What follows belongs to an exercise in optimizing a design on an open flow for small area, a short achievable clock period and few clock cycles per item; a production flow would make more cautious choices.
Function was not checked in any run shown here: the RTL went through the layout flow alone.
No activity file was given, so power comes from the tool's default toggle rates.

==> flow/design.v <==
package afu_region_pkg;
   typedef enum logic [1:0] {
      OP_READ  = 2'd0,
      OP_WRITE = 2'd1
   } afu_op_e;
   typedef enum logic [1:0] {
      RSP_OK      = 2'd0,
      RSP_BAD_PID = 2'd1,
      RSP_BAD_OP  = 2'd2
   } afu_status_e;
   typedef enum logic [1:0] {
      HS_IDLE      = 2'd0,
      HS_BUSY      = 2'd1,
      HS_ACK       = 2'd2,
      HS_WAIT_DROP = 2'd3
   } afu_hs_state_e;
endpackage
`timescale 1ns/1ns
module afu_null_port #(
   parameter int unsigned PORT_PID = 0
) (
   input  logic                   i_clk,
   input  logic                   i_arst_n,
   input  logic                   i_wr,
   input  logic                   i_rd,
   input  logic [4-1:0] i_addr,
   input  logic [64-1:0] i_wdata,
   output logic [64-1:0] o_rdata
);
   localparam logic [64-1:0] HEADER = {
      {(64-16){1'b0}},
      4'(PORT_PID),
      12'h014
   };
   logic [64-1:0] scratch;
   always_ff @(posedge i_clk or negedge i_arst_n) begin
      if (!i_arst_n) begin
         scratch <= '0;
      end else if (i_wr && i_addr == 4'h1) begin
         scratch <= i_wdata;
      end
   end
   always_comb begin
      o_rdata = '0;
      if (i_rd) begin
         case (i_addr)
            4'h0:     o_rdata = HEADER;
            4'h1: o_rdata = scratch;
            default:           o_rdata = '0;
         endcase
      end
   end
endmodule
`timescale 1ns/1ns
module afu_lb_port (
   input  logic                   i_clk,
   input  logic                   i_arst_n,
   input  logic                   i_wr,
   input  logic                   i_rd,
   input  logic [4-1:0] i_addr,
   input  logic [64-1:0] i_wdata,
   output logic [64-1:0] o_rdata
);
   localparam int IDX_W = $clog2(4);
   logic [64-1:0]   buf_q [4];
   logic [16-1:0] wr_cnt;
   logic                     in_buf;
   assign in_buf = (i_addr < 4'(4));
   always_ff @(posedge i_clk or negedge i_arst_n) begin
      if (!i_arst_n) begin
         for (int i = 0; i < 4; i++) begin
            buf_q[i] <= '0;
         end
         wr_cnt <= '0;
      end else if (i_wr) begin
         wr_cnt <= wr_cnt + 1'b1;
         if (in_buf) begin
            buf_q[i_addr[IDX_W-1:0]] <= i_wdata;
         end
      end
   end
   always_comb begin
      o_rdata = '0;
      if (i_rd) begin
         if (in_buf)
            o_rdata = buf_q[i_addr[IDX_W-1:0]];
         else if (i_addr == 4'h4)
            o_rdata = {{(64-16){1'b0}}, wr_cnt};
      end
   end
endmodule
`timescale 1ns/1ns
module afu_req_decode (
   input  logic                   i_clk,
   input  logic                   i_arst_n,
   input  logic                   i_req,
   input  logic [3-1:0]  i_req_pid,
   input  logic [1:0]             i_req_op,
   output logic [5-1:0] o_wr,    
   output logic [5-1:0] o_rd,    
   output logic                   o_ack,
   output afu_region_pkg::afu_status_e o_status
);
   logic take;
   logic op_ok;
   assign take  = i_req && !o_ack;
   assign op_ok = !i_req_op[1];
   for (genvar p = 0; p < 5; p++) begin : gen_port
      assign o_wr[p] = take && op_ok && i_req_op[0] && (i_req_pid == 3'(p));
      assign o_rd[p] = op_ok && !i_req_op[0] && (i_req_pid == 3'(p));
   end
   always_ff @(posedge i_clk or negedge i_arst_n) begin
      if (!i_arst_n) o_ack <= 1'b0;
      else           o_ack <= i_req;
   end
   always_ff @(posedge i_clk) begin
      if (i_req_pid >= 3'(5)) o_status <= afu_region_pkg::RSP_BAD_PID;
      else if (!op_ok)                              o_status <= afu_region_pkg::RSP_BAD_OP;
      else                                          o_status <= afu_region_pkg::RSP_OK;
   end
endmodule
`timescale 1ns/1ns
module afu_port_execute (
   input  logic                   i_clk,
   input  logic                   i_arst_n,
   input  logic [5-1:0] i_wr,
   input  logic [5-1:0] i_rd,
   input  logic [4-1:0] i_addr,
   input  logic [64-1:0] i_wdata,
   output logic [64-1:0] o_rdata
);
   logic [64-1:0] port_rdata [5];
   for (genvar p = 0; p < 5; p++) begin : gen_port
      if (p == 1) begin : gen_lb
         afu_lb_port u_lb (
            .i_clk    (i_clk),
            .i_arst_n (i_arst_n),
            .i_wr     (i_wr[p]),
            .i_rd     (i_rd[p]),
            .i_addr   (i_addr),
            .i_wdata  (i_wdata),
            .o_rdata  (port_rdata[p])
         );
      end else begin : gen_null
         afu_null_port #(
            .PORT_PID (p)
         ) u_null (
            .i_clk    (i_clk),
            .i_arst_n (i_arst_n),
            .i_wr     (i_wr[p]),
            .i_rd     (i_rd[p]),
            .i_addr   (i_addr),
            .i_wdata  (i_wdata),
            .o_rdata  (port_rdata[p])
         );
      end
   end
   always_comb begin
      o_rdata = '0;
      for (int p = 0; p < 5; p++) o_rdata = o_rdata | port_rdata[p];
   end
endmodule
`timescale 1ns/1ns
module afu_rsp_result (
   input  logic                   i_clk,
   input  logic [64-1:0] i_rdata,
   output logic [64-1:0] o_rdata
);
   always_ff @(posedge i_clk) begin
      o_rdata <= i_rdata;
   end
endmodule
`timescale 1ns/1ns
module afu_region_top (
   input  logic                   i_clk,
   input  logic                   i_arst_n,
   input  logic                   i_req,
   input  logic [3-1:0]  i_req_pid,
   input  logic [1:0]             i_req_op,
   input  logic [4-1:0] i_req_addr,
   input  logic [64-1:0] i_req_wdata,
   output logic                   o_ack,
   output logic [64-1:0] o_rsp_rdata,
   output afu_region_pkg::afu_status_e            o_rsp_status
);
   logic [5-1:0] dec_wr;
   logic [5-1:0] dec_rd;
   logic                      dec_ack;
   afu_region_pkg::afu_status_e dec_status;
   logic [64-1:0]    exe_rdata;
   afu_req_decode u_decode (
      .i_clk       (i_clk),
      .i_arst_n    (i_arst_n),
      .i_req       (i_req),
      .i_req_pid   (i_req_pid),
      .i_req_op    (i_req_op),
      .o_wr        (dec_wr),
      .o_rd        (dec_rd),
      .o_ack       (dec_ack),
      .o_status    (dec_status)
   );
   afu_port_execute u_execute (
      .i_clk    (i_clk),
      .i_arst_n (i_arst_n),
      .i_wr     (dec_wr),
      .i_rd     (dec_rd),
      .i_addr   (i_req_addr),
      .i_wdata  (i_req_wdata),
      .o_rdata  (exe_rdata)
   );
   afu_rsp_result u_result (
      .i_clk    (i_clk),
      .i_rdata  (exe_rdata),
      .o_rdata  (o_rsp_rdata)
   );
   assign o_ack        = dec_ack;
   assign o_rsp_status = dec_status;
endmodule
==> flow/run.sh <==
#!/bin/bash
# synth_recipe.tcl (not shown) runs the flow's synth.tcl, then flattens the netlist and writes it again
# the make line also repeats each setting of config.mk as NAME=value (left out here)
make -C /OpenROAD-flow-scripts/flow DESIGN_CONFIG=/design/flow/config.mk WORK_HOME=/design/flow/orfs CLKGATE_MAP_FILE= SYNTH_SCRIPT=/design/flow/synth_recipe.tcl finish
==> flow/config.mk <==
export PLATFORM = sky130hd
export DESIGN_NAME = afu_region_top
export DESIGN_NICKNAME = afu_region_top
export VERILOG_FILES = /design/flow/design.v
export SDC_FILE = /design/flow/constraint.sdc
export NUM_CORES = 4
export LEC_CHECK = 0
export CAP_MARGIN = 20
export CORE_MARGIN = 2
export CORE_UTILIZATION = 40
export PLACE_DENSITY = 0.6
export SETUP_SLACK_MARGIN = 2.2
export SLEW_MARGIN = 20
==> flow/constraint.sdc <==
create_clock -name core_clock -period 4.0 [get_ports {i_clk}]
set_input_delay 0.8000 -clock core_clock [delete_from_list [all_inputs] [get_ports {i_clk}]]
set_output_delay 0.8000 -clock core_clock [all_outputs]
set_load 0.01 [all_outputs]
==> summary.txt, run 1 <==
STA
  – Crit share post-route: 60.96%
  – Max_slew headroom: about two fifths
  – Setup Skew: roughly 30 ps
  – Max-slew violations: 0
  – RSZ-0062 raised after global routing: yes
  – Final setup TNS: 0 ps
  – Post-layout min period: 2438 ps
  – Final Hold Vio Count: 0
  – Setup-failing EPs final: 0
  – Tightest Pin Transition: 920.4 ps
  – Fmax achieved: 410.1 MHz
  – WHS: 174.4 ps

Layout
  – Final nets: 2,309
  – Area growth from synthesis to layout: 41.43%
  – Antenna fix cells: 0
  – Share of cells above drive strength 1: 51.60%
  – FILL cells: 4,695
  – Final Cell Area: between 30,000 and 40,000 µm²

Route
  – Wire per inst: 30.84 µm
  – DR vias: 19,160
  – Drt total wl: 96,490 µm
  – Drt via density: just over 6
  – Residual DRC count: 0
  – ANT nets after route: 0
  – First-pass iteration count of the detailed router: 5
  – DR iter-0 viols: about 2,100

Setup path
  – CP arrival: 2910 ps
  – Critical-path maximum fanout: 27
  – Worst Path Required: 4470 ps
  – Crit start category: input pin
  – Setup crit end kind: flip-flop
  – Critical path class: input pin to flip-flop

Clocking
  – TritonCTS clock tree: yes
  – CTS Sinks: about 600
  – Skew-Pair Late Insertion Delay: between 600 and 700 ps
  – H-Tree Depth: 3
  – CTS root buf: clkbuf_16
  – Worst-path clk slew: ~60 ps
  – CTS Buffer Depth: 3
  – Num CTS Buffers: 67

Logic synthesis
  – Yosys warns: 10
  – Avg Inst Size Synth: 13.83 µm²
  – Dominant synthesized flop cell: dfrtp_1
  – Post-synthesis sequential element count: 595
  – Syn nets: between 1,500 and 2,000
  – Synth cell types: 62
  – Sequential fraction of the synthesis area: between 50 and 60%
  – Ys async rst share: 88.91%
  – Mapped Cells: 1,853
  – Post-synth EDFFs: 0
  – Post-Syn Area: 25,630 µm²

Die
  – Total core area: ~63,000 µm²
  – Die area: 66,120 µm²
  – Die height: between 200 and 300 µm
  – Die Span X: ~260 µm
  – I/O Pins: 143
  – Rows: 92
  – Initial core utilization: 40.56%

Global route
  – GRT Total Usage: between 20% and 30%
  – Initial antenna violation count: 4
  – Number of global-route vias before repair: 19,390
  – Remaining Overflow, GRT: 0
  – First-pass GRT wire length: approximately 130,000 µm
  – Largest net degree at the start of global routing: 85

Place
  – Placed cell area: between 20,000 and 30,000 µm²
  – Hpwl dp: 39,650 µm
  – RePlAce Congestion: roughly 0.75
  – IO buf count: approximately 140

Pwr
  – Pleak: between 15 and 20 nW
  – Power density cells: about 360 nW/µm²
  – Max VDD drop: 0.2594 mV

Hold path
  – Min-Delay Path Class: input pin to async pin

Run
  – Max-cap violations: 0

Run status
  – Status: complete, no violations
cells in the mapped netlist (3+ instances only):
library cell,instances,area [µm²]
and3_1,11,68.82
dfxtp_1,66,1321
buf_6,18,202.7
nor2b_1,4,25.02
dfrtp_1,529,13240
nand2_2,3,18.77
mux4_2,48,1081
nand3_1,210,1051
mux2_2,497,5597
nor3_1,6,30.03
a22o_1,49,429.2
mux2_1,17,191.4
nand2_1,27,101.4
a2bb2oi_1,14,122.6
xnor2_1,6,52.55
mux2i_1,27,270.3
o32ai_1,11,96.34
nand4_1,53,331.6
nor3b_1,3,22.52
a211oi_1,9,67.56
a21oi_1,13,65.06
xor2_1,10,87.58
clkbuf_1,75,281.5
and2_1,4,25.02
nor2_1,38,142.6
inv_1,3,11.26
nand2b_1,13,81.33
buf_2,38,190.2
buf_1,9,33.78
area by class of cell:
type / count / area (µm²) / area share, %
flip-flops and latches: 595 / 14600 / 40.29
multi-input cells: 1123 / 11990 / 33.07
repair buffers: 442 / 6484 / 17.89
clock buffers: 107 / 2029 / 5.599
well taps: 846 / 1059 / 2.920
clock inverters: 13 / 76.32 / 0.2106
inverters: 3 / 11.26 / 0.03107
sequential cells by signal (all words and copies together), names as in the netlist:
register,cells
u_result.o_rdata,64
u_execute.gen_port.gen_null.u_null.scratch,256
u_execute.gen_port.gen_lb.u_lb.wr_cnt,16
u_execute.gen_port.gen_lb.u_lb.buf_q,256
u_decode.o_status,2
u_decode.o_ack,1
worst max-delay path, cell delays in order:
cell and delay, ps:
buf_12 160, nor4b_4 440, buf_6 230, nand2_8 80, buf_6 120, nor3b_4 230, buf_6 190, buf_6 160
clkbuf_16 180, mux2_4 300
per-layer routing:
layer	global-route usage [%]	vias up	share of wire (%)
met3	5.418	326	8.6
met2	41.98	1068	46
met4	12.81	6	5.9
met1	35.57	10060	40
li1	-	7693	-
met5	0	-	0.042
where the power goes:
| group | total, W | internal [W] | switching, W |
|---|---|---|---|
| logic | 0.000898 | 0.000364 | 0.000534 |
| clock network | 0.00599 | 0.00348 | 0.00251 |
| registers | 0.00615 | 0.00609 | 0.0000546 |
cell usage in the layout (no fill, tap or decap), types with 49 or more instances in the layout:
cell type          n
dfrtp_1          529
mux2_2           309
mux2_4           203
nand3_1          187
buf_6            102
clkbuf_16         84
buf_16            72
buf_4             69
buf_12            67
clkdlybuf4s50_1   64
nand4_1           53
a22o_1            49
metrics by stage:
stage | total power (W) | setup slack, ps | util, % | cells
after floorplan | 0.006534 | 1540 | - | 1853
after global placement | 0.006906 | 529.8 | 44.84 | 2757
after detailed placement | 0.006924 | 537.1 | 44.84 | 2757
after CTS | 0.01299 | 1733 | 54.59 | 3060
after global routing | 0.01343 | 1561 | 57.36 | 3129
final | 0.01303 | 1562 | 57.36 | 3129
timing repair:
item | 4_1_cts | 5_1_grt
setup buffers | 110 | 49
gates resized for setup | 675 | 204
setup endpoints to repair | 661 | 657
cloned | 73 | 20
hold buffers | 0 | 0
pin swaps | 46 | 69
final timing paths:
kind,start,endpoint,slack [ps],cells after the start
setup / recovery,i_req_addr[1],flip-flop,1560,10
setup reg to reg,u_decode.o_ack$_DFF_PN0_,flip-flop,1570,10
hold reg to reg,u_execute.gen_port[1].gen_lb.u_lb.buf_q[1][6]$_DFFE_PN0P_,u_execute.gen_port[1].gen_lb.u_lb.buf_q[1][6]$_DFFE_PN0P_,490,1
hold / removal,i_arst_n,u_execute.gen_port[1].gen_lb.u_lb.buf_q[0][55]$_DFFE_PN0P_,170,1
min in group core_clock,i_req,u_decode.o_ack$_DFF_PN0_,330,1
max in group asynchronous,i_arst_n,u_execute.gen_port[1].gen_lb.u_lb.buf_q[1][5]$_DFFE_PN0P_,2820,2
kinds of logic (layout without fill, tap and decap cells):
family          count (synthesis)  count (layout)  synth area share, %
flops                         595             595                56.81
buf+inv                       144             565                2.836
xor+xnor                       16              16               0.5468
fa+ha+maj                       1               1              0.04881
mux                           589             589                27.86
compound gates                118             118                3.769
simple gates                  390             399                8.138
==> run 2, diff against run 1 <==
--- a/flow/config.mk
+++ b/flow/config.mk
@@ -11,3 +11,2 @@
 export PLACE_DENSITY = 0.6
-export SETUP_SLACK_MARGIN = 2.2
 export SLEW_MARGIN = 20
==> summary.txt, run 2 <==
Logic synthesis
  – Sequential fraction of the synthesis area: 56.81%
  – Post-synthesis mux area share: approximately 28%
  – Post-Syn Area: 25,630 µm²
  – Syn nets: 1,930
  – Yosys warns: 10
  – Avg Inst Size Synth: 13.83 µm²
  – Area leader, netlist: dfrtp_1
  – Most common cell in the netlist: dfrtp_1
  – Synth cell types: 62
  – Mapped Cells: 1,853
  – Post-synthesis compound-gate area fraction: 3.769%
  – Post-synth EDFFs: 0
  – Post-synthesis sequential element count: around 600
  – Commonest cells post-synth: dfrtp_1, mux2_2, nand3_1
  – Ys async rst share: 88.91%
  – Top cell type's share of synthesized area: 51.65%
  – Largest cells by area after synthesis: dfrtp_1, mux2_2, dfxtp_1
  – Synth Area in XOR/XNOR: 0.5468%
  – Dominant synthesized flop cell: dfrtp_1
  – Simple-Gate Fraction of Synth Area: 8.138%
  – Largest family of logic cells by synthesized area: multiplexers
  – Synth Area in Adders: 0.04882%

Layout
  – Final nets: about 2,100
  – Share of cells above drive strength 1: 35.98%
  – Area growth from synthesis to layout: 18.25%
  – Most frequent cells in the layout: dfrtp_1, mux2_2, nand3_1
  – FILL cells: 5,462
  – Most common cell after layout, fill and taps aside: dfrtp_1
  – Biggest regs: u_execute.gen_port.gen_null.u_null.scratch x256, u_execute.gen_port.gen_lb.u_lb.buf_q x256, u_result.o_rdata x64

Setup path
  – Critical-path maximum fanout: 53
  – Worst path slowest cell: clkdlybuf4s50_1
  – Reg2reg start: u_decode.o_ack$_DFF_PN0_
  – Critical path class: input pin to flip-flop
  – Crit-path cells: clkdlybuf4s50_1 > nor2b_4 > buf_4 > nor3b_2 > buf_12 > mux2_2
  – Crit start category: input pin
  – Worst Path Required: 4460 ps
  – Setup crit end kind: flip-flop
  – Max incr delay on CP: approximately 720 ps
  – CP arrival: 3530 ps
  – Crit-path leading delay family: buffers and inverters
  – WP buf/inv: 3
  – Reg2reg setup slack: 1500 ps
  – Worst r2r path cells: 7
  – RR Endpoint: u_execute.gen_port[1].gen_lb.u_lb.buf_q[1][54]$_DFFE_PN0P_

Pwr
  – Power density cells: 423.1 nW/µm²
  – Pleak: 14.41 nW
  – Max VDD drop: roughly 0.33 mV
  – Tot Pwr: 0.01282 W

STA
  – Setup Skew: roughly 23 ps
  – Setup-failing EPs final: 0
  – Crit share post-route: 76.70%
  – Max-slew violations: 0
  – Max_slew headroom: around 35%
  – Post-layout min period: 3068 ps
  – Fmax achieved: approximately 330 MHz
  – Tightest Pin Transition: 969.4 ps
  – RSZ-0062 raised after global routing: no
  – Final setup TNS: 0 ps
  – Final Hold Vio Count: 0

Hold path
  – Min-Delay Path Class: input pin to async pin

Place
  – Hpwl dp: 40,080 µm
  – IO buf count: around 140
  – RePlAce Congestion: 0.7852

Die
  – Die Span X: 257.1 µm
  – Die area: around 66,000 µm²
  – Total core area: between 60,000 and 70,000 µm²
  – Die height: 257.1 µm
  – Rows: 92
  – Initial core utilization: 40.56%
  – I/O Pins: 143

Clocking
  – Worst-path clk slew: 60 ps
  – TritonCTS clock tree: yes
  – CTS root buf: clkbuf_16
  – Cts repair resizes: 0
  – CTS Sinks: 595
  – Num CTS Buffers: 68
  – Skew-Pair Late Insertion Delay: around 600 ps
  – Post-CTS Setup Inserts: 0
  – CTS Buffer Depth: 3
  – H-Tree Depth: 3
  – Hold Buf Count CTS: 0

Route
  – ANT nets after route: 0
  – Wire per inst: 23.21 µm
  – Residual DRC count: 0
  – First-pass iteration count of the detailed router: 5
  – DR iter-0 viols: around 1,200
  – DR vias: 16,350
  – Drt via density: 5.665
  – Drt total wl: 67,010 µm

Global route
  – Initial antenna violation count: 1
  – Largest net degree at the start of global routing: 109
  – First-pass GRT wire length: 104,300 µm
  – Number of global-route vias before repair: about 17,000
  – GRT Total Usage: 20.40%
  – Remaining Overflow, GRT: 0

Run status
  – Status: complete, no violations

Run
  – Max-cap violations: 0
==> run 2: layout make-up <==
class	count	area (µm²)	share of cell area (%)
antenna	1	2.502	0.008257
clock buffer	105	2013	6.642
clock inverter	20	168.9	0.5573
inverter	3	11.26	0.03715
multi-input combinational	1114	10450	34.46
sequential	595	14560	48.04
tap	846	1059	3.493
timing repair buffer	203	2049	6.762
==> run 2: how the worst max path moves through the flow <==
stage                       start        end  slack [ps]  depth (start not counted)
floorplan           i_req_addr[1]  flip-flop        1510                          6
global placement     i_req_pid[1]  flip-flop         450                          6
detailed placement   i_req_pid[2]  flip-flop         380                          5
CTS                  i_req_pid[1]  flip-flop        1010                          6
global route         i_req_pid[1]  flip-flop         870                          6
finish               i_req_pid[1]  flip-flop         930                          6
==> run 2: report_power, final <==
part / switching [W] / leakage [nW] / internal, W
Combinational: 0.000418 / 5.44 / 0.000232
Clock: 0.00248 / 1.08 / 0.00356
Sequential: 0.0000459 / 7.89 / 0.00610
Total: 0.00294 / 14.4 / 0.00988
==> run 2: metrics by stage <==
step	hold WS, ps	util, %	setup WS [ps]	cells	cell area [µm²]
floorplan	442.6	-	1509	1853	25630
global placement	461.5	44.49	450.3	2761	28120
detailed placement	467.2	44.49	375.7	2761	28120
CTS	234.2	47.94	1009	2886	30300
global route	258.6	47.96	871.8	2887	30310
finish	230.8	47.96	932.1	2887	30310
==> run 2: kinds of logic after synthesis <==
logic type	Yosys count
simple gates	390
xor+xnor	16
compound gates	118
mux	589
buf+inv	144
fa+ha+maj	1
flops	595
==> run 2: routing by layer <==
layer | track usage (%) | vias up | part of all wire [%]
met3 | 3.881 | 99 | 4.9
met2 | 33.22 | 482 | 48
met5 | 0 | - | 0
met4 | 6.815 | 0 | 2.7
li1 | - | 7152 | -
met1 | 27.42 | 8621 | 45
==> run 3, diff against run 2 <==
--- a/flow/design.v
+++ b/flow/design.v
@@ -26,3 +26,3 @@
    input  logic [4-1:0] i_addr,
-   input  logic [64-1:0] i_wdata,
+   input  logic [64-1:0] i_wdata_q,
    output logic [64-1:0] o_rdata
@@ -35,7 +35,10 @@
    logic [64-1:0] scratch;
+   logic                   scr_wr_q;
    always_ff @(posedge i_clk or negedge i_arst_n) begin
       if (!i_arst_n) begin
-         scratch <= '0;
-      end else if (i_wr && i_addr == 4'h1) begin
-         scratch <= i_wdata;
+         scr_wr_q <= 1'b0;
+         scratch  <= '0;
+      end else begin
+         scr_wr_q <= i_wr && (i_addr == 4'h1);
+         if (scr_wr_q) scratch <= i_wdata_q;
       end
@@ -60,3 +63,3 @@
    input  logic [4-1:0] i_addr,
-   input  logic [64-1:0] i_wdata,
+   input  logic [64-1:0] i_wdata_q,
    output logic [64-1:0] o_rdata
@@ -66,2 +69,4 @@
    logic [16-1:0] wr_cnt;
+   logic [4-1:0] buf_wr_q;
+   logic                     cnt_wr_q;
    logic                     in_buf;
@@ -70,2 +75,4 @@
       if (!i_arst_n) begin
+         buf_wr_q <= '0;
+         cnt_wr_q <= 1'b0;
          for (int i = 0; i < 4; i++) begin
@@ -74,7 +81,9 @@
          wr_cnt <= '0;
-      end else if (i_wr) begin
-         wr_cnt <= wr_cnt + 1'b1;
-         if (in_buf) begin
-            buf_q[i_addr[IDX_W-1:0]] <= i_wdata;
+      end else begin
+         for (int i = 0; i < 4; i++) begin
+            buf_wr_q[i] <= i_wr && (i_addr == 4'(i));
+            if (buf_wr_q[i]) buf_q[i] <= i_wdata_q;
          end
+         cnt_wr_q <= i_wr;
+         if (cnt_wr_q) wr_cnt <= wr_cnt + 1'b1;
       end
@@ -98,4 +107,6 @@
    input  logic [1:0]             i_req_op,
+   input  logic [64-1:0] i_req_wdata,
    output logic [5-1:0] o_wr,    
    output logic [5-1:0] o_rd,    
+   output logic [64-1:0] o_wdata_q,  
    output logic                   o_ack,
@@ -119,2 +130,3 @@
       else                                          o_status <= afu_region_pkg::RSP_OK;
+      o_wdata_q <= i_req_wdata;
    end
@@ -128,3 +140,3 @@
    input  logic [4-1:0] i_addr,
-   input  logic [64-1:0] i_wdata,
+   input  logic [64-1:0] i_wdata_q,
    output logic [64-1:0] o_rdata
@@ -140,3 +152,3 @@
             .i_addr   (i_addr),
-            .i_wdata  (i_wdata),
+            .i_wdata_q(i_wdata_q),
             .o_rdata  (port_rdata[p])
@@ -152,3 +164,3 @@
             .i_addr   (i_addr),
-            .i_wdata  (i_wdata),
+            .i_wdata_q(i_wdata_q),
             .o_rdata  (port_rdata[p])
@@ -189,2 +201,3 @@
    afu_region_pkg::afu_status_e dec_status;
+   logic [64-1:0]    dec_wdata_q;
    logic [64-1:0]    exe_rdata;
@@ -196,4 +209,6 @@
       .i_req_op    (i_req_op),
+      .i_req_wdata (i_req_wdata),
       .o_wr        (dec_wr),
       .o_rd        (dec_rd),
+      .o_wdata_q   (dec_wdata_q),
       .o_ack       (dec_ack),
@@ -207,3 +222,3 @@
       .i_addr   (i_req_addr),
-      .i_wdata  (i_req_wdata),
+      .i_wdata_q(dec_wdata_q),
       .o_rdata  (exe_rdata)
--- a/flow/config.mk
+++ b/flow/config.mk
@@ -11,2 +11,3 @@
 export PLACE_DENSITY = 0.6
+export SETUP_SLACK_MARGIN = 2.1
 export SLEW_MARGIN = 20
==> summary.txt, run 3 <==
Place
  – Placed cell area: 29,270 µm²
  – Post-Place Setup Slack: 990.7 ps
  – Hpwl dp: 39,250 µm
  – DP Cell Count: 2,787
  – IO buf count: 142
  – RePlAce Congestion: 0.7960

Clocking
  – Hold Buf Count CTS: 0
  – Worst-path clk slew: 60 ps
  – Num CTS Buffers: 71
  – CTS Sinks: 668
  – H-Tree Depth: 3
  – CTS root buf: clkbuf_16
  – TritonCTS clock tree: yes
  – Skew-Pair Late Insertion Delay: 610 ps
  – CTS Buffer Depth: 3

Logic synthesis
  – Commonest cells post-synth: dfrtp_1, mux2_2, nand3_1
  – Area leader, netlist: dfrtp_1
  – Dominant synthesized flop cell: dfrtp_1
  – Post-synth EDFFs: 0
  – Mapped Cells: 1,874
  – Post-Syn Area: 26,920 µm²
  – Most common cell in the netlist: dfrtp_1
  – Largest cells by area after synthesis: dfrtp_1, mux2_2, dfxtp_1
  – Yosys warns: 10
  – Sequential fraction of the synthesis area: 59.68%
  – Syn nets: just under 2,000
  – Avg Inst Size Synth: 14.36 µm²
  – Ys async rst share: 80.54%
  – Top cell type's share of synthesized area: about half
  – Post-synthesis sequential element count: ~670
  – Synth cell types: 50

Global route
  – Remaining Overflow, GRT: 0
  – GRT Total Usage: 20.93%
  – Number of global-route vias before repair: approximately 18,000
  – Largest net degree at the start of global routing: 114
  – First-pass GRT wire length: 111,100 µm
  – Initial antenna violation count: 0

STA
  – Final setup TNS: 0 ps
  – Setup Skew: 18.09 ps
  – Setup-failing EPs final: 0
  – Max_slew headroom: 47.82%
  – RSZ-0062 raised after global routing: yes
  – Fmax achieved: 517.4 MHz
  – Final worst slack: 2067 ps
  – Tightest Pin Transition: slightly below 800 ps
  – Max-slew violations: 0
  – Post-layout min period: between 1500 and 2000 ps
  – Final Hold Vio Count: 0
  – Crit share post-route: 48.32%

Layout
  – Register Area: about 16,000 µm²
  – Final nets: 2,086
  – Non-Filler Instances: 2,941
  – Final Cell Area: 32,010 µm²
  – Antenna fix cells: 0
  – Most common cell after layout, fill and taps aside: dfrtp_1
  – Area growth from synthesis to layout: 18.93%
  – Biggest regs: u_execute.gen_port.gen_null.u_null.scratch x256, u_execute.gen_port.gen_lb.u_lb.buf_q x256
  – Most frequent cells in the layout: dfrtp_1, mux2_2, nand3_1
  – FILL cells: 5,814
  – Share of cells above drive strength 1: 43.28%
  – Multi-input gate area: 10,240 µm²

Setup path
  – CP arrival: 1130 ps
  – Worst Path Required: approximately 3200 ps
  – Crit-path leading delay family: flip-flops
  – RR Endpoint: u_execute.gen_port[1].gen_lb.u_lb.buf_q[0][27]$_DFFE_PN0P_
  – Crit path depth: 1
  – Crit start category: flip-flop
  – Crit path launch: u_decode.o_ack$_DFF_PN0_
  – Critical path class: flip-flop to output port
  – Crit-path cells: buf_2
  – Setup crit end kind: output port
  – Critical-path maximum fanout: 2
  – Max incr delay on CP: 380 ps
  – Reg2reg start: u_execute.gen_port[1].gen_lb.u_lb.buf_wr_q[0]$_DFF_PN0_
  – Reg2reg setup slack: 2180 ps
  – Worst r2r path cells: 2
  – Worst path slowest cell: dfrtp_1
  – WP buf/inv: 1

Route
  – DR iter-0 viols: between 1,000 and 1,500
  – ANT nets after route: 0
  – Drt total wl: 72,900 µm
  – DR vias: about 17,000
  – Drt via density: 5.687
  – Wire per inst: 24.79 µm
  – Residual DRC count: 0
  – First-pass iteration count of the detailed router: 5

Run status
  – Status: complete, no violations

Die
  – Initial core utilization: 40.22%
  – Die Span X: 263.4 µm
  – I/O Pins: 143
  – Die height: 263.4 µm
  – Total core area: between 60,000 and 70,000 µm²
  – Rows: 95
  – Die area: about 69,000 µm²

Pwr
  – Max VDD drop: 0.3212 mV
  – Tot Pwr: ~0.014 W
  – Pleak: 14.85 nW
  – Power density cells: 442.5 nW/µm²

Run
  – Max-cap violations: 0

Hold path
  – Min-Delay Path Class: input pin to async pin
[run 3: cell types whose count changed in the layout (fill, tap and decap cells not counted), sizes merged, moves of 13 or more]
cell	previous run	this run
a2bb2oi	14	1
mux4	48	62
buf	65	133
mux2i	27	3
clkdlybuf4s50	138	65
nand2	30	6
dfxtp	66	130
nor2	38	13
nand3	210	261
[run 3: worst register-to-register path, stage by stage (launching register included)]
cell and delay [ps]:
dfrtp_4 830, buf_4 460, mux2_2 400
[run 3: timing repair]
action,in CTS,in global routing
pin swaps,4,3
gates resized for setup,371,25
setup endpoints to repair,193,70
gates cloned,3,3
buffers inserted,11,5
[run 3: metrics by stage]
| stage | hold slack (ps) | util (%) |
|---|---|---|
| after global placement | 470.5 | 43.74 |
| after global routing | 207.1 | 47.84 |
| after detailed placement | 475.1 | 43.74 |
| after CTS | 174.8 | 47.60 |
| final | 180.1 | 47.84 |
| after floorplan | 446.2 | - |
[run 3: worst max-delay path by stage]
stage                                   end  slack (ps)
6_report                              o_ack        2070
5_1_grt                               o_ack        2020
4_1_cts                      o_rsp_rdata[0]        1960
3_5_place_dp    u_result.o_rdata[4]$_DFF_P_         990
3_3_place_gp    u_result.o_rdata[2]$_DFF_P_        1020
2_1_floorplan  u_result.o_rdata[14]$_DFF_P_        2050
[run 3: final cells by class]
class                           count  area share [%]
Sequential cell                   668           50.51
Clock inverter                     23          0.5706
Timing Repair Buffer              206           6.648
Inverter                            2         0.02345
Tap cell                          873           3.412
Multi-Input combinational cell   1060           31.98
Clock buffer                      109           6.856
[run 3: report_power, final]
group	switching (W)	internal [W]
sequential	0.000122	0.00685
clock	0.00270	0.00392
combinational	0.000349	0.000225
total	0.00317	0.0110
[run 3: routing by layer]
layer	routed length, µm	global-route usage (%)
met3	3754	3.545
met1	33480	29.44
met2	34070	33.31
met5	0	0
met4	1591	6.286
[run 3: cells by family (layout without fill, tap and decap cells)]
logic type	after synthesis	in the layout	share of synthesized area [%]
adder cells (fa/ha/maj)	1	1	0.04648
AO/OA/AOI/OAI	87	87	2.636
multiplexers	580	580	26.84
XOR/XNOR	15	15	0.4881
buffers and inverters	147	340	2.626
flip-flops	668	668	59.68
AND/OR/NAND/NOR	376	377	7.674
==> run 4, diff against run 3 <==
--- a/flow/config.mk
+++ b/flow/config.mk
@@ -11,3 +11,3 @@
 export PLACE_DENSITY = 0.6
-export SETUP_SLACK_MARGIN = 2.1
+export SETUP_SLACK_MARGIN = 1.9
 export SLEW_MARGIN = 20
==> summary.txt, run 4 <==
Run status
  – Status: complete, no violations

Layout
  – Non-Filler Instances: 2,936
  – Biggest regs: u_execute.gen_port.gen_null.u_null.scratch x256, u_execute.gen_port.gen_lb.u_lb.buf_q x256
  – Core Util, Final: between 40% and 50%
  – Share of cells above drive strength 1: 37.97%
  – Most common cell after layout, fill and taps aside: dfrtp_1
  – Area growth from synthesis to layout: 19.18%
  – Most frequent cells in the layout: dfrtp_1, mux2_2, nand3_1
  – Final nets: 2,079
  – FILL cells: between 5,000 and 6,000

Route
  – First-pass iteration count of the detailed router: 6
  – Drt total wl: about 72,000 µm
  – Drt via density: 5.683
  – DR vias: 16,690
  – ANT nets after route: 0
  – Wire per inst: 24.49 µm
  – DR iter-0 viols: 1,061
  – Residual DRC count: 0

Logic synthesis
  – Top cell type's share of synthesized area: 50.02%
  – Simple-Gate Fraction of Synth Area: under 10%
  – Post-synth EDFFs: 0
  – Post-synthesis compound-gate area fraction: 2.636%
  – Area leader, netlist: dfrtp_1
  – Post-Syn Area: 26,920 µm²
  – Post-synthesis sequential element count: 668
  – Avg Inst Size Synth: 14.36 µm²
  – Ys async rst share: 80.54%
  – Most common cell in the netlist: dfrtp_1
  – Mapped Cells: 1,874
  – Largest cells by area after synthesis: dfrtp_1, mux2_2, dfxtp_1
  – Dominant synthesized flop cell: dfrtp_1
  – Syn nets: 1,951
  – Synth cell types: 50
  – Post-synthesis mux area share: 26.84%
  – Largest family of logic cells by synthesized area: multiplexers
  – Sequential fraction of the synthesis area: 59.68%
  – Synth Area in Adders: 0.04648%
  – Commonest cells post-synth: dfrtp_1, mux2_2, nand3_1
  – Yosys warns: 10
  – Synth Area in XOR/XNOR: 0.4881%

Global route
  – First-pass GRT wire length: 110,900 µm
  – Number of global-route vias before repair: 17,820
  – Remaining Overflow, GRT: 0
  – Largest net degree at the start of global routing: 126
  – GRT Total Usage: 20.85%
  – Initial antenna violation count: 1

Setup path
  – Worst Path Required: 3200 ps
  – Crit-path cells: clkdlybuf4s15_1
  – Max incr delay on CP: 390 ps
  – WP buf/inv: 1
  – Setup crit end kind: output port
  – Worst path slowest cell: dfxtp_2
  – Critical path class: flip-flop to output port
  – Crit-path leading delay family: flip-flops
  – Critical-path maximum fanout: 1
  – Crit start category: flip-flop
  – CP arrival: 1270 ps

STA
  – Tightest Pin Transition: 1055 ps
  – Final Hold Vio Count: 0
  – Max_slew headroom: 29.65%
  – Max-slew violations: 0
  – Post-layout min period: roughly 2100 ps
  – Fmax achieved: 483.0 MHz
  – RSZ-0062 raised after global routing: yes
  – Setup-failing EPs final: 0
  – Setup Skew: approximately 24 ps
  – Final setup TNS: 0 ps
  – Crit share post-route: about half

Clocking
  – Worst-path clk slew: ~60 ps
  – Hold Buf Count CTS: 0
  – CTS root buf: clkbuf_16
  – Skew-Pair Late Insertion Delay: 620 ps
  – TritonCTS clock tree: yes
  – Num CTS Buffers: 73
  – CTS Buffer Depth: 3
  – CTS Sinks: approximately 670
  – H-Tree Depth: 3

Pwr
  – Tot Pwr: 0.01449 W
  – Power density cells: 451.5 nW/µm²
  – Max VDD drop: 0.3042 mV
  – Pleak: 14.92 nW

Die
  – Rows: 95
  – I/O Pins: roughly 140
  – Die Span X: 263.4 µm
  – Die area: 69,380 µm²
  – Total core area: around 67,000 µm²
  – Initial core utilization: about two fifths
  – Die height: 263.4 µm

Run
  – Max-cap violations: 0

Place
  – IO buf count: ~140
  – Hpwl dp: between 30,000 and 40,000 µm
  – RePlAce Congestion: approximately 0.76
  – DP Cell Count: roughly 2,800

Hold path
  – Min-Delay Path Class: input pin to async pin
[run 4: cell counts after synthesis]
Identical to the previous run, type by type.
[run 4: power by group]
part           leakage (nW)  total, W  internal (W)  switching (W)
combinational          5.14  0.000578      0.000228       0.000350
sequential             8.56   0.00698       0.00686       0.000120
clock                  1.22   0.00693       0.00422        0.00271
[run 4: final cells by class]
type	count	area [µm²]	area share, %
Clock buffer	121	2283	7.118
Sequential cell	668	16090	50.16
Antenna cell	1	2.502	0.007800
Multi-Input combinational cell	1059	10210	31.83
Inverter	2	7.507	0.02340
Clock inverter	14	212.7	0.6630
Tap cell	873	1092	3.405
Timing Repair Buffer	198	2182	6.802
[run 4: cells by family after synthesis]
group | after synthesis
xor+xnor | 15
flops | 668
buf+inv | 147
mux | 580
compound gates | 87
simple gates | 376
fa+ha+maj | 1
[run 4: through the flow]
step	hold WS [ps]	cell area, µm²	setup WS (ps)
after detailed placement	490.7	29300	881.7
final	100.9	32080	1930
after global placement	483.0	29300	911.6
after floorplan	446.2	26920	1864
after CTS	86.94	32040	1874
after global routing	106.5	32080	1898
[run 4: worst paths after layout]
| path | start | cells past startpoint | endpoint | slack (ps) |
|---|---|---|---|---|
| hold / removal | i_arst_n | 1 | u_execute.gen_port[1].gen_lb.u_lb.buf_q[2][27]$_DFFE_PN0P_ | 100 |
| min in group core_clock | u_execute.gen_port[1].gen_lb.u_lb.wr_cnt[15]$_DFFE_PN0P_ | 1 | u_execute.gen_port[1].gen_lb.u_lb.wr_cnt[15]$_DFFE_PN0P_ | 500 |
| setup reg to reg | u_execute.gen_port[0].gen_null.u_null.scr_wr_q$_DFF_PN0_ | 2 | flip-flop | 1940 |
| hold reg to reg | u_execute.gen_port[1].gen_lb.u_lb.wr_cnt[15]$_DFFE_PN0P_ | 1 | u_execute.gen_port[1].gen_lb.u_lb.wr_cnt[15]$_DFFE_PN0P_ | 500 |
| setup / recovery | u_result.o_rdata[12]$_DFF_P_ | 1 | o_rsp_rdata[12] | 1930 |
| max in group asynchronous | i_arst_n | 2 | u_execute.gen_port[1].gen_lb.u_lb.buf_q[0][51]$_DFFE_PN0P_ | 2810 |
[run 4: routing by layer]
metal / wire (µm) / vias to the layer above / share of wire (%) / GRT usage, %
met1: 31870 / 8889 / 44 / 28.06
li1: - / 7198 / - / -
met5: 0 / - / 0 / 0
met3: 3688 / 117 / 5.1 / 3.807
met2: 34420 / 482 / 48 / 33.98
met4: 1909 / 0 / 2.7 / 7.274
[run 4: repair_timing]
item	4_1_cts	5_1_grt
pin swaps	3	1
setup endpoints to repair	135	33
buffers inserted	10	3
gates cloned	5	0
gates resized for setup	112	9
==> run 5, diff against run 4 <==
--- a/flow/config.mk
+++ b/flow/config.mk
@@ -11,3 +11,3 @@
 export PLACE_DENSITY = 0.6
-export SETUP_SLACK_MARGIN = 1.9
+export SETUP_SLACK_MARGIN = 2.4
 export SLEW_MARGIN = 20
==> summary.txt, run 5 <==
Global route
  – First-pass GRT wire length: 118,700 µm
  – Largest net degree at the start of global routing: 88
  – Number of global-route vias before repair: 18,280
  – Initial antenna violation count: 1
  – GRT Total Usage: a little under a quarter
  – Remaining Overflow, GRT: 0

Logic synthesis
  – Top cell type's share of synthesized area: 50.02%
  – Most common cell in the netlist: dfrtp_1
  – Avg Inst Size Synth: 14.36 µm²
  – Area leader, netlist: dfrtp_1
  – Dominant synthesized flop cell: dfrtp_1
  – Post-synthesis sequential element count: between 600 and 700
  – Yosys warns: 10
  – Post-Syn Area: 26,920 µm²
  – Post-synth EDFFs: 0
  – Ys async rst share: 80.54%
  – Sequential fraction of the synthesis area: 59.68%
  – Syn nets: ~2,000
  – Synth cell types: 50
  – Commonest cells post-synth: dfrtp_1, mux2_2, nand3_1
  – Largest cells by area after synthesis: dfrtp_1, mux2_2, dfxtp_1
  – Mapped Cells: roughly 1,900

Setup path
  – Reg2reg setup slack: ~2400 ps
  – CP arrival: 1120 ps
  – Critical path class: flip-flop to output port
  – Worst path slowest cell: dfrtp_1
  – Reg2reg start: u_execute.gen_port[4].gen_null.u_null.scr_wr_q$_DFF_PN0_
  – Crit start category: flip-flop
  – Worst r2r path cells: 2
  – Max incr delay on CP: 370 ps
  – Critical-path maximum fanout: 2
  – Crit-path cells: buf_2
  – WP buf/inv: 1
  – Setup crit end kind: output port
  – Crit-path leading delay family: flip-flops
  – Worst Path Required: around 3200 ps

Die
  – Die Span X: 263.4 µm
  – Die height: 263.4 µm
  – I/O Pins: roughly 140
  – Die area: 69,380 µm²
  – Initial core utilization: between 40% and 50%
  – Rows: 95
  – Total core area: 66,920 µm²

STA
  – Final Hold Vio Count: 0
  – Max-slew violations: 0
  – RSZ-0062 raised after global routing: yes
  – Final worst slack: 2077 ps
  – Max_slew headroom: 50.35%
  – Setup-failing EPs final: 0
  – Final setup TNS: 0 ps
  – Setup Skew: 23.08 ps
  – Crit share post-route: 48.07%
  – Fmax achieved: 520.1 MHz
  – Tightest Pin Transition: approximately 740 ps
  – Post-layout min period: just under 2000 ps

Layout
  – Area growth from synthesis to layout: 23.86%
  – Core Util, Final: about 50%
  – Final nets: between 2,000 and 2,500
  – Final Cell Area: about 33,000 µm²
  – Most frequent cells in the layout: dfrtp_1, mux2_2, nand3_1
  – Share of cells above drive strength 1: 46.50%
  – Biggest regs: u_execute.gen_port.gen_null.u_null.scratch x256, u_execute.gen_port.gen_lb.u_lb.buf_q x256
  – Most common cell after layout, fill and taps aside: dfrtp_1
  – Antenna fix cells: 0
  – FILL cells: between 5,000 and 6,000

Route
  – ANT nets after route: 0
  – Drt via density: 5.836
  – Residual DRC count: 0
  – Wire per inst: 26.83 µm
  – DR iter-0 viols: between 1,000 and 1,500
  – Drt total wl: between 80,000 and 90,000 µm
  – DR vias: 17,420
  – First-pass iteration count of the detailed router: 5

Clocking
  – CTS Sinks: roughly 670
  – CTS Buffer Depth: 3
  – CTS root buf: clkbuf_16
  – TritonCTS clock tree: yes
  – Skew-Pair Late Insertion Delay: 620 ps
  – Worst-path clk slew: 60 ps
  – Hold Buf Count CTS: 0
  – H-Tree Depth: 3
  – Num CTS Buffers: 72

Place
  – IO buf count: 142
  – Hpwl dp: 39,870 µm
  – RePlAce Congestion: 0.7674
  – Placed cell area: 29,330 µm²
  – Post-Place Setup Slack: 840.3 ps

Pwr
  – Pleak: 15.30 nW
  – Power density cells: roughly 430 nW/µm²
  – Max VDD drop: slightly below 0.3 mV

Run
  – Max-cap violations: 0

Run status
  – Status: complete, no violations

Hold path
  – Min-Delay Path Class: input pin to async pin
## run 5: cells by family after synthesis
group / after synthesis / share of synthesized area [%]
XOR/XNOR: 15 / 0.4881
multiplexers: 580 / 26.84
AND/OR/NAND/NOR: 376 / 7.674
flip-flops: 668 / 59.68
AO/OA/AOI/OAI: 87 / 2.636
buffers and inverters: 147 / 2.626
adder cells (fa/ha/maj): 1 / 0.04648
## run 5: worst max-delay path by stage
stage          slack (ps)                     start                      endpoint  cells past startpoint
3_3_place_gp          870               i_req_op[1]  u_result.o_rdata[14]$_DFF_P_                      7
3_5_place_dp          840               i_req_op[1]  u_result.o_rdata[14]$_DFF_P_                      7
6_report             2080  u_decode.o_ack$_DFF_PN0_                         o_ack                      1
2_1_floorplan        2050             i_req_addr[1]  u_result.o_rdata[14]$_DFF_P_                      4
5_1_grt              2040  u_decode.o_ack$_DFF_PN0_                         o_ack                      1
4_1_cts              2050  u_decode.o_ack$_DFF_PN0_                         o_ack                      1
## run 5: cell type report
class	count	area (µm²)	share of cell area [%]
inverter	2	11.26	0.03377
timing repair buffer	250	3243	9.727
tap	873	1092	3.276
clock buffer	117	2207	6.620
multi-input combinational	1060	10440	31.32
sequential	668	16200	48.58
clock inverter	15	147.6	0.4428
## run 5: worst reg2reg max path: stages (launching register included)
cell and delay, ps:
dfrtp_4 720, buf_4 370, mux2_2 370
## run 5: what timing repair did
item,in CTS,in global routing
setup endpoints to repair,526,147
gates cloned,12,10
resized for setup,469,65
setup buffers,35,8
pin swaps,10,41
## run 5: routing by layer
layer  share of wire [%]  global-route usage (%)
met1                  44                   31.45
met2                  47                   35.40
met3                 6.5                   4.967
met4                 2.8                   7.846
met5                   0                       0
## run 5: stage by stage
step / total power [W] / std cells / hold WS, ps
finish: 0.01426 / 2985 / 212.0
detailed placement: 0.007663 / 2788 / 466.9
global route: 0.01476 / 2985 / 251.0
floorplan: 0.007311 / 1874 / 446.2
CTS: 0.01438 / 2967 / 216.6
global placement: 0.007643 / 2787 / 467.1
## run 5: where the power goes
part           total [W]  internal, W  switching (W)
Sequential       0.00697      0.00685       0.000124
Combinational   0.000666     0.000283       0.000383
Clock            0.00662      0.00391        0.00270
==> run 6, diff against run 5 <==
--- a/flow/config.mk
+++ b/flow/config.mk
@@ -11,3 +11,3 @@
 export PLACE_DENSITY = 0.6
-export SETUP_SLACK_MARGIN = 2.4
+export SETUP_SLACK_MARGIN = 2.2
 export SLEW_MARGIN = 20
==> summary.txt, run 6 <==
Setup path
  – Critical path class: flip-flop to output port
  – Crit start category: flip-flop
  – Worst Path Required: 3200 ps
  – Crit-path leading delay family: flip-flops
  – CP arrival: 1110 ps
  – Setup crit end kind: output port
  – WP buf/inv: 1
  – Reg2reg setup slack: 2260 ps
  – Max incr delay on CP: 370 ps
  – Critical-path maximum fanout: 2
  – Crit-path cells: buf_2
  – Worst path slowest cell: dfrtp_1

Global route
  – Initial antenna violation count: 0
  – Remaining Overflow, GRT: 0
  – Largest net degree at the start of global routing: 82
  – Number of global-route vias before repair: ~18,000
  – GRT Total Usage: 20.65%
  – First-pass GRT wire length: 110,100 µm

Logic synthesis
  – Synth Area in XOR/XNOR: 0.4881%
  – Yosys warns: 10
  – Commonest cells post-synth: dfrtp_1, mux2_2, nand3_1
  – Syn nets: 1,951
  – Top cell type's share of synthesized area: 50.02%
  – Synth cell types: 50
  – Sequential fraction of the synthesis area: 59.68%
  – Post-synthesis sequential element count: 668
  – Largest cells by area after synthesis: dfrtp_1, mux2_2, dfxtp_1
  – Post-synth EDFFs: 0
  – Mapped Cells: 1,874
  – Most common cell in the netlist: dfrtp_1
  – Synth Area in Adders: less than 1%
  – Simple-Gate Fraction of Synth Area: 7.674%
  – Post-Syn Area: 26,920 µm²
  – Dominant synthesized flop cell: dfrtp_1
  – Largest family of logic cells by synthesized area: multiplexers
  – Post-synthesis compound-gate area fraction: under 10%
  – Avg Inst Size Synth: 14.36 µm²
  – Post-synthesis mux area share: 26.84%
  – Area leader, netlist: dfrtp_1
  – Ys async rst share: slightly above 80%

Layout
  – Share of cells above drive strength 1: 43.81%
  – Non-Filler Instances: 2,934
  – Most common cell after layout, fill and taps aside: dfrtp_1
  – Biggest regs: u_execute.gen_port.gen_null.u_null.scratch x256, u_execute.gen_port.gen_lb.u_lb.buf_q x256
  – Antenna fix cells: 0
  – Most frequent cells in the layout: dfrtp_1, mux2_2, nand3_1
  – Final nets: 2,079
  – Core Util, Final: 48.29%
  – Area growth from synthesis to layout: 20.06%

Route
  – Wire per inst: 24.24 µm
  – Drt via density: around 5.7
  – DR iter-0 viols: 1,293
  – DR vias: 16,670
  – Residual DRC count: 0
  – First-pass iteration count of the detailed router: 5
  – ANT nets after route: 0
  – Drt total wl: 71,130 µm

Clocking
  – CTS Buffer Depth: 3
  – Hold Buf Count CTS: 0
  – Worst-path clk slew: roughly 60 ps
  – H-Tree Depth: 3
  – Skew-Pair Late Insertion Delay: just over 600 ps
  – CTS Sinks: 668
  – CTS root buf: clkbuf_16
  – Num CTS Buffers: 72
  – TritonCTS clock tree: yes

STA
  – Max-slew violations: 0
  – Setup-failing EPs final: 0
  – RSZ-0062 raised after global routing: yes
  – Fmax achieved: 523.7 MHz
  – Crit share post-route: a little under half
  – Tightest Pin Transition: 750.0 ps
  – Setup Skew: around 26 ps
  – Post-layout min period: around 1900 ps
  – Final worst slack: 2091 ps
  – Final setup TNS: 0 ps
  – Final Hold Vio Count: 0
  – Max_slew headroom: 49.94%

Pwr
  – Part of the power in registers: 48.6%
  – Max VDD drop: 0.2839 mV
  – Pleak: 14.87 nW
  – Internal power: 0.01116 W
  – Switch share: 22.30%
  – Clock Power Share: 47.3%
  – Gate power share: 4.1%
  – Power density cells: 444.3 nW/µm²
  – Sw Pwr: 0.003202 W

Place
  – IO buf count: about 140
  – Post-Place Setup Slack: 968.3 ps
  – RePlAce Congestion: ~0.80
  – DP Cell Count: 2,784
  – Hpwl dp: 39,280 µm

Die
  – Rows: 95
  – Die height: ~260 µm
  – Die area: 69,380 µm²
  – Initial core utilization: between 40% and 50%
  – I/O Pins: 143
  – Die Span X: 263.4 µm
  – Total core area: roughly 67,000 µm²

Hold path
  – Min-Delay Path Class: input pin to async pin

Run status
  – Status: complete, no violations

Run
  – Max-cap violations: 0
-- run 6: cell counts after synthesis --
Identical to the previous run, type by type.
-- run 6: what timing repair did --
item,CTS,global route
cloned,5,2
buffers inserted,10,0
endpoints found under the setup margin,295,110
pin swaps,3,1
resized for setup,419,21
-- run 6: cell type report --
class,instances,area (µm²)
inverters,2,7.507
well taps,873,1092
clock inverters,29,329.1
fillers,5747,34600
flip-flops and latches,668,16170
multi-input cells,1060,10250
clock buffers,104,2107
repair buffers,198,2362
-- run 6: path summary, 6_finish.rpt --
| check | cells past startpoint | start | end |
|---|---|---|---|
| max reg2reg | 2 | u_execute.gen_port[1].gen_lb.u_lb.buf_wr_q[3]$_DFF_PN0_ | u_execute.gen_port[1].gen_lb.u_lb.buf_q[3][29]$_DFFE_PN0P_ |
| min reg2reg | 1 | u_execute.gen_port[1].gen_lb.u_lb.wr_cnt[15]$_DFFE_PN0P_ | u_execute.gen_port[1].gen_lb.u_lb.wr_cnt[15]$_DFFE_PN0P_ |
| max in group asynchronous | 3 | i_arst_n | u_execute.gen_port[1].gen_lb.u_lb.buf_q[1][57]$_DFFE_PN0P_ |
| min | 1 | i_arst_n | u_execute.gen_port[1].gen_lb.u_lb.buf_q[1][24]$_DFFE_PN0P_ |
| max | 1 | u_decode.o_ack$_DFF_PN0_ | o_ack |
| min in group core_clock | 1 | u_execute.gen_port[1].gen_lb.u_lb.wr_cnt[15]$_DFFE_PN0P_ | u_execute.gen_port[1].gen_lb.u_lb.wr_cnt[15]$_DFFE_PN0P_ |
-- run 6: cell families after synthesis --
kind of cell | Yosys count
compound gates | 87
simple gates | 376
xor+xnor | 15
flops | 668
buf+inv | 147
mux | 580
fa+ha+maj | 1
-- run 6: stage by stage --
stage               total power, W  hold WS (ps)  cell area, µm²
floorplan                 0.007310         446.2           27100
global placement          0.007645         464.4           29400
detailed placement        0.007663         475.1           29400
CTS                        0.01452         159.7           32190
global route               0.01488         185.6           32320
finish                     0.01436         160.3           32320
-- run 6: power by group through the flow --
stage / registers, W / logic [W] / clock network (W)
final: 0.00697 / 0.000593 / 0.00680
after global routing: 0.00698 / 0.000641 / 0.00726
after CTS: 0.00697 / 0.000593 / 0.00695
after detailed placement: 0.00710 / 0.000562 / 0
after global placement: 0.00709 / 0.000553 / 0
after floorplan: 0.00705 / 0.000257 / 0
-- run 6: per-layer routing --
layer,up-vias,global-route usage [%],wire (µm)
met5,-,0,0
met4,0,5.328,1492
met3,118,3.957,3823
met2,502,32.85,33470
met1,8864,29.10,32340
li1,7185,-,-
==> run 7, diff against run 6 <==
--- a/flow/config.mk
+++ b/flow/config.mk
@@ -10,4 +10,6 @@
 export CORE_UTILIZATION = 40
+export CTS_CLUSTER_DIAMETER = 100
+export CTS_CLUSTER_SIZE = 30
 export PLACE_DENSITY = 0.6
-export SETUP_SLACK_MARGIN = 2.2
+export SETUP_SLACK_MARGIN = 2.1
 export SLEW_MARGIN = 20
==> summary.txt, run 7 <==
Setup path
  – Setup crit end kind: output port
  – Max incr delay on CP: 390 ps
  – Crit-path leading delay family: flip-flops
  – Worst r2r path cells: 2
  – WP buf/inv: 1
  – CP arrival: about 1100 ps
  – Crit-path cells: buf_2
  – Reg2reg setup slack: 2180 ps
  – Critical-path maximum fanout: 2
  – Reg2reg start: u_execute.gen_port[1].gen_lb.u_lb.buf_wr_q[0]$_DFF_PN0_
  – RR Endpoint: u_execute.gen_port[1].gen_lb.u_lb.buf_q[0][27]$_DFFE_PN0P_
  – Critical path class: flip-flop to output port
  – Worst Path Required: 3200 ps
  – Worst path slowest cell: dfrtp_1
  – Crit start category: flip-flop

Logic synthesis
  – Commonest cells post-synth: dfrtp_1, mux2_2, nand3_1
  – Post-Syn Area: about 27,000 µm²
  – Area leader, netlist: dfrtp_1
  – Post-synth EDFFs: 0
  – Largest cells by area after synthesis: dfrtp_1, mux2_2, dfxtp_1
  – Synth Area in Adders: 0.04648%
  – Largest family of logic cells by synthesized area: multiplexers
  – Sequential fraction of the synthesis area: 59.68%
  – Syn nets: 1,951
  – Most common cell in the netlist: dfrtp_1
  – Synth cell types: 50
  – Simple-Gate Fraction of Synth Area: 7.674%
  – Avg Inst Size Synth: 14.36 µm²
  – Post-synthesis mux area share: 26.84%
  – Synth Area in XOR/XNOR: 0.4881%
  – Post-synthesis compound-gate area fraction: 2.636%
  – Mapped Cells: 1,874
  – Dominant synthesized flop cell: dfrtp_1
  – Post-synthesis sequential element count: ~670
  – Ys async rst share: between 80% and 90%
  – Yosys warns: 10
  – Top cell type's share of synthesized area: around half

STA
  – Max_slew headroom: between 40% and 50%
  – Tightest Pin Transition: roughly 790 ps
  – Setup Skew: 17.12 ps
  – WHS: between 100 and 150 ps
  – Final setup TNS: 0 ps
  – Crit share post-route: 48.51%
  – Post-layout min period: 1941 ps
  – RSZ-0062 raised after global routing: yes
  – Setup-failing EPs final: 0
  – Fmax achieved: 515.3 MHz
  – Final Hold Vio Count: 0
  – Max-slew violations: 0

Clocking
  – CTS Buffer Depth: 3
  – CTS Sinks: roughly 670
  – CTS root buf: clkbuf_16
  – Worst-path clk slew: 110 ps
  – H-Tree Depth: 1
  – TritonCTS clock tree: yes
  – Num CTS Buffers: 29
  – Skew-Pair Late Insertion Delay: 630 ps
  – Hold Buf Count CTS: 0

Hold path
  – Min-Delay Path Class: input pin to async pin

Run status
  – Status: complete, no violations

Layout
  – Biggest regs: u_execute.gen_port.gen_null.u_null.scratch x256, u_execute.gen_port.gen_lb.u_lb.buf_q x256
  – Share of cells above drive strength 1: 42.16%
  – Core Util, Final: 45.89%
  – Area growth from synthesis to layout: 14.10%
  – Most frequent cells in the layout: dfrtp_1, mux2_2, nand3_1
  – Most common cell after layout, fill and taps aside: dfrtp_1
  – FILL cells: a little under 6,000
  – Antenna fix cells: 0
  – Final nets: approximately 2,000

Die
  – Initial core utilization: 40.22%
  – Total core area: between 60,000 and 70,000 µm²
  – Die height: 263.4 µm
  – Rows: 95
  – Die area: between 60,000 and 70,000 µm²
  – I/O Pins: 143
  – Die Span X: 263.4 µm

Pwr
  – Tot Pwr: 0.01136 W
  – Power density cells: between 300 and 400 nW/µm²
  – Max VDD drop: 0.3389 mV
  – Pleak: around 14 nW

Route
  – DR iter-0 viols: ~1,200
  – Wire per inst: 24.80 µm
  – Drt total wl: 70,840 µm
  – Drt via density: approximately 5.7
  – Residual DRC count: 0
  – ANT nets after route: 0
  – First-pass iteration count of the detailed router: 5
  – DR vias: roughly 16,000

Global route
  – Number of global-route vias before repair: 17,410
  – Initial antenna violation count: 0
  – Largest net degree at the start of global routing: about 110
  – First-pass GRT wire length: 108,800 µm
  – Remaining Overflow, GRT: 0
  – GRT Total Usage: 20.32%

Place
  – RePlAce Congestion: 0.7960
  – IO buf count: 142
  – Hpwl dp: 39,250 µm

Run
  – Max-cap violations: 0
[run 7: cell counts after synthesis]
No cell type changed its count.
[run 7: through the flow]
stage / setup WS [ps] / std cells / instance area (µm²)
final: 2059 / 2856 / 30710
after global routing: 2005 / 2856 / 30710
after CTS: 2009 / 2852 / 30570
after detailed placement: 990.7 / 2787 / 29270
after global placement: 1016 / 2787 / 29270
after floorplan: 2051 / 1874 / 27050
[run 7: area by class of cell]
type                    count  area (µm²)  area share (%)
clock buffers              35       769.5           2.505
repair buffers            200        2202           7.170
well taps                 873        1092           3.557
inverters                   2       7.507         0.02444
flip-flops and latches    668       16190           52.72
clock inverters            18       220.2          0.7170
multi-input cells        1060       10230           33.31
[run 7: metal layers]
metal / wire length (µm) / part of all wire, % / GRT usage [%]
met3: 3452 / 4.9 / 2.507
met4: 1583 / 2.2 / 5.050
met1: 32770 / 46 / 29.33
met5: 0 / 0 / 0
met2: 33040 / 47 / 32.68
[run 7: report_power, final]
group          internal (W)  switching [W]  total (W)
Sequential          0.00684       0.000122    0.00696
Clock               0.00163        0.00221    0.00383
Combinational      0.000223       0.000344   0.000567
[run 7: worst max path at each step]
stage | start | endpoint | slack (ps) | cells after the start
after global placement | i_req_pid[0] | u_result.o_rdata[2]$_DFF_P_ | 1020 | 5
final | u_decode.o_ack$_DFF_PN0_ | o_ack | 2060 | 1
after CTS | u_result.o_rdata[0]$_DFF_P_ | o_rsp_rdata[0] | 2010 | 1
after global routing | u_decode.o_ack$_DFF_PN0_ | o_ack | 2010 | 1
after detailed placement | i_req_addr[2] | u_result.o_rdata[4]$_DFF_P_ | 990 | 4
after floorplan | i_req_addr[1] | u_result.o_rdata[14]$_DFF_P_ | 2050 | 4
[run 7: cells by family after synthesis]
kind of cell	Yosys count
AND/OR/NAND/NOR	376
multiplexers	580
flip-flops	668
XOR/XNOR	15
buffers and inverters	147
AO/OA/AOI/OAI	87
adder cells (fa/ha/maj)	1
[run 7: repair_timing]
action / CTS / global route
pin swaps: 4 / 1
gates resized for setup: 397 / 33
buffers inserted: 9 / 3
cloned: 3 / 1
setup endpoints to repair: 193 / 100
==> run 8, diff against run 7 <==
--- a/flow/config.mk
+++ b/flow/config.mk
@@ -9,6 +9,6 @@
 export CORE_MARGIN = 2
-export CORE_UTILIZATION = 40
+export CORE_UTILIZATION = 65
 export CTS_CLUSTER_DIAMETER = 100
 export CTS_CLUSTER_SIZE = 30
-export PLACE_DENSITY = 0.6
+export PLACE_DENSITY = 0.75
 export SETUP_SLACK_MARGIN = 2.1
==> summary.txt, run 8 <==
STA
  – Max-slew violations: 0
  – Max_slew headroom: between 40% and 50%
  – Final setup TNS: 0 ps
  – Tightest Pin Transition: 882.1 ps
  – Setup-failing EPs final: 0
  – Final Hold Vio Count: 0
  – WHS: 178.6 ps
  – Post-layout min period: 1932 ps
  – Crit share post-route: 48.30%
  – Fmax achieved: 517.6 MHz
  – Setup Skew: 42.04 ps
  – RSZ-0062 raised after global routing: yes

Route
  – Wire per inst: 25.36 µm
  – First-pass iteration count of the detailed router: 5
  – Residual DRC count: 0
  – DR vias: 16,360
  – Drt via density: 6.533
  – ANT nets after route: 0
  – Drt total wl: 63,490 µm
  – DR iter-0 viols: 1,268

Global route
  – Peak-usage layer in the global routing report: met2
  – Largest net degree at the start of global routing: between 100 and 150
  – Met3 GRT Util: 4.085%
  – Initial antenna violation count: 1
  – GR Util met1: between 40% and 50%
  – Remaining Overflow, GRT: 0
  – Met2 Use GR: 49.09%
  – First-pass GRT wire length: 100,600 µm
  – Number of global-route vias before repair: 17,350
  – GRT Total Usage: ~30%

Logic synthesis
  – Yosys warns: 10
  – Ys async rst share: 80.54%
  – Commonest cells post-synth: dfrtp_1, mux2_2, nand3_1
  – Most common cell in the netlist: dfrtp_1
  – Syn nets: 1,951
  – Post-Syn Area: ~27,000 µm²
  – Largest cells by area after synthesis: dfrtp_1, mux2_2, dfxtp_1
  – Synth cell types: 50
  – Post-synthesis sequential element count: 668
  – Mapped Cells: 1,874
  – Dominant synthesized flop cell: dfrtp_1
  – Post-synth EDFFs: 0
  – Area leader, netlist: dfrtp_1
  – Sequential fraction of the synthesis area: 59.68%
  – Avg Inst Size Synth: 14.36 µm²
  – Top cell type's share of synthesized area: 50.02%

Die
  – Die area: 43,050 µm²
  – Initial core utilization: 65.92%
  – Total core area: ~41,000 µm²
  – Die Span X: 207.5 µm
  – Die height: a little over 200 µm
  – Rows: 74
  – I/O Pins: about 140

Clocking
  – TritonCTS clock tree: yes
  – Worst-path clk slew: 120 ps
  – Skew-Pair Late Insertion Delay: between 600 and 700 ps
  – Hold Buf Count CTS: 0
  – CTS Sinks: 668
  – Num CTS Buffers: 26
  – CTS root buf: clkbuf_16
  – H-Tree Depth: 1
  – CTS Buffer Depth: 3

Place
  – RePlAce Congestion: between 0.8 and 0.9
  – IO buf count: 142
  – Hpwl dp: 36,020 µm

Setup path
  – Crit-path cells: buf_2
  – Reg2reg start: u_execute.gen_port[4].gen_null.u_null.scr_wr_q$_DFF_PN0_
  – Max incr delay on CP: 400 ps
  – Critical-path maximum fanout: 2
  – Crit-path leading delay family: flip-flops
  – Worst path slowest cell: dfrtp_1
  – Worst r2r path cells: 2
  – WP buf/inv: 1
  – Worst Path Required: 3200 ps
  – Setup crit end kind: output port
  – Reg2reg setup slack: roughly 2200 ps
  – CP arrival: roughly 1100 ps
  – Crit start category: flip-flop
  – Critical path class: flip-flop to output port

Run status
  – Status: complete, no violations

Layout
  – Final nets: 2,029
  – Most frequent cells in the layout: dfrtp_1, mux2_2, nand3_1
  – Area growth from synthesis to layout: 11.17%
  – Core Util, Final: 73.29%
  – Biggest regs: u_execute.gen_port.gen_null.u_null.scratch x256, u_execute.gen_port.gen_lb.u_lb.buf_q x256
  – Share of cells above drive strength 1: 41.43%
  – Antenna fix cells: 0
  – FILL cells: about 2,700
  – Most common cell after layout, fill and taps aside: dfrtp_1

Hold path
  – Min-Delay Path Class: input pin to async pin

Run
  – Max-cap violations: 0

Pwr
  – Tot Pwr: 0.01084 W
  – Power density cells: 362.3 nW/µm²
  – Max VDD drop: 0.4497 mV
  – Pleak: approximately 14 nW
==> run 8: routing by layer <==
| metal | vias to the layer above | share of wire, % |
|---|---|---|
| li1 | 7030 | - |
| met1 | 8694 | 43 |
| met2 | 515 | 49 |
| met3 | 117 | 5.8 |
| met4 | 2 | 3.1 |
| met5 | - | 0.017 |
==> run 8: kinds of logic after synthesis <==
| kind of cell | share of synthesized area, % |
|---|---|
| AOI/OAI and AO/OA | 2.636 |
| xor gates and xnor gates | 0.4881 |
| adders and majority gates | 0.04648 |
| buffers and inverters | 2.626 |
| DFF | 59.68 |
| muxes | 26.84 |
| and+or+nand+nor | 7.674 |
==> run 8: worst max-delay path by stage <==
stage / start / to / slack [ps] / cells past startpoint
2_1_floorplan: i_req_addr[1] / u_result.o_rdata[14]$_DFF_P_ / 2050 / 4
3_3_place_gp: i_req_op[1] / u_result.o_rdata[14]$_DFF_P_ / 980 / 7
3_5_place_dp: i_req_op[1] / u_result.o_rdata[14]$_DFF_P_ / 960 / 7
4_1_cts: u_result.o_rdata[17]$_DFF_P_ / o_rsp_rdata[17] / 2040 / 1
5_1_grt: u_decode.o_ack$_DFF_PN0_ / o_ack / 2030 / 1
6_report: u_decode.o_ack$_DFF_PN0_ / o_ack / 2070 / 1
==> run 8: power breakdown <==
group,leakage (nW),internal [W],switching [W]
sequential,8.58,0.00684,0.000117
combinational,5.02,0.000220,0.000326
clock,0.368,0.00131,0.00203
==> run 8: final cells by class <==
class	instances	area [µm²]	share of cell area, %
sequential	668	16170	54.05
clock buffer	47	750.7	2.509
clock inverter	1	30.03	0.1004
tap	532	665.6	2.224
timing repair buffer	195	2086	6.970
inverter	2	7.507	0.02509
multi-input combinational	1059	10210	34.12
==> run 8: repair_timing <==
action | in CTS | in global routing
gates cloned | 0 | 2
gates resized for setup | 384 | 41
pin swaps | 1 | 3
buffers inserted | 4 | 7
setup endpoints to repair | 185 | 91
==> run 8: per-stage QoR <==
stage                     setup WS, ps  cells  instance area, µm²
after floorplan                   2051   1874               27050
after global placement           976.9   2442               28830
after detailed placement         961.5   2443               28850
after CTS                         2035   2495               29690
after global routing              2030   2504               29920
final                             2068   2504               29920

==> re-timing with driven ports <==
How much do the figures lean on ideal ports? The routed layouts below were timed once more, with nothing changed but the port constraints. Step 1: set_driving_cell puts a clkbuf_16 on i_clk and a buf_2 on each other input, an assumption about the parent block. Step 2, shift: input delay + t, output delay - t, t = (earliest + latest rising clock arrival at the registers) / 2. This alone moves slack from input paths to output paths. a / b / c = ideal / step 1 / step 2; a / b = the first two.
| run | shift t [ns] | setup WS [ns] | worst register clock-pin slew, ns | pins driven straight from the clock port |
|---|---|---|---|---|
| run 1 | 0.666 | 1.562 / 1.560 / 0.894 | 0.07 / 0.07 | 1 |
| run 2 | 0.653 | 0.932 / 0.959 / 0.306 | 0.06 / 0.06 | 1 |
| run 3 | 0.669 | 2.067 / 2.003 / 1.461 | 0.07 / 0.07 | 1 |
| run 4 | 0.667 | 1.930 / 1.868 / 1.311 | 0.06 / 0.06 | 1 |
| run 5 | 0.672 | 2.077 / 2.015 / 1.622 | 0.06 / 0.06 | 1 |
| run 6 | 0.661 | 2.091 / 2.027 / 1.563 | 0.07 / 0.07 | 1 |
| run 7 | 0.677 | 2.059 / 1.998 / 1.463 | 0.12 / 0.12 | 1 |
| run 8 | 0.649 | 2.068 / 2.011 / 1.442 | 0.12 / 0.12 | 1 |
After both steps every run listed still meets setup and hold. The setup slack of run 1, which loses most, moves by -0.002 ns with the drivers and by -0.668 ns with both steps.
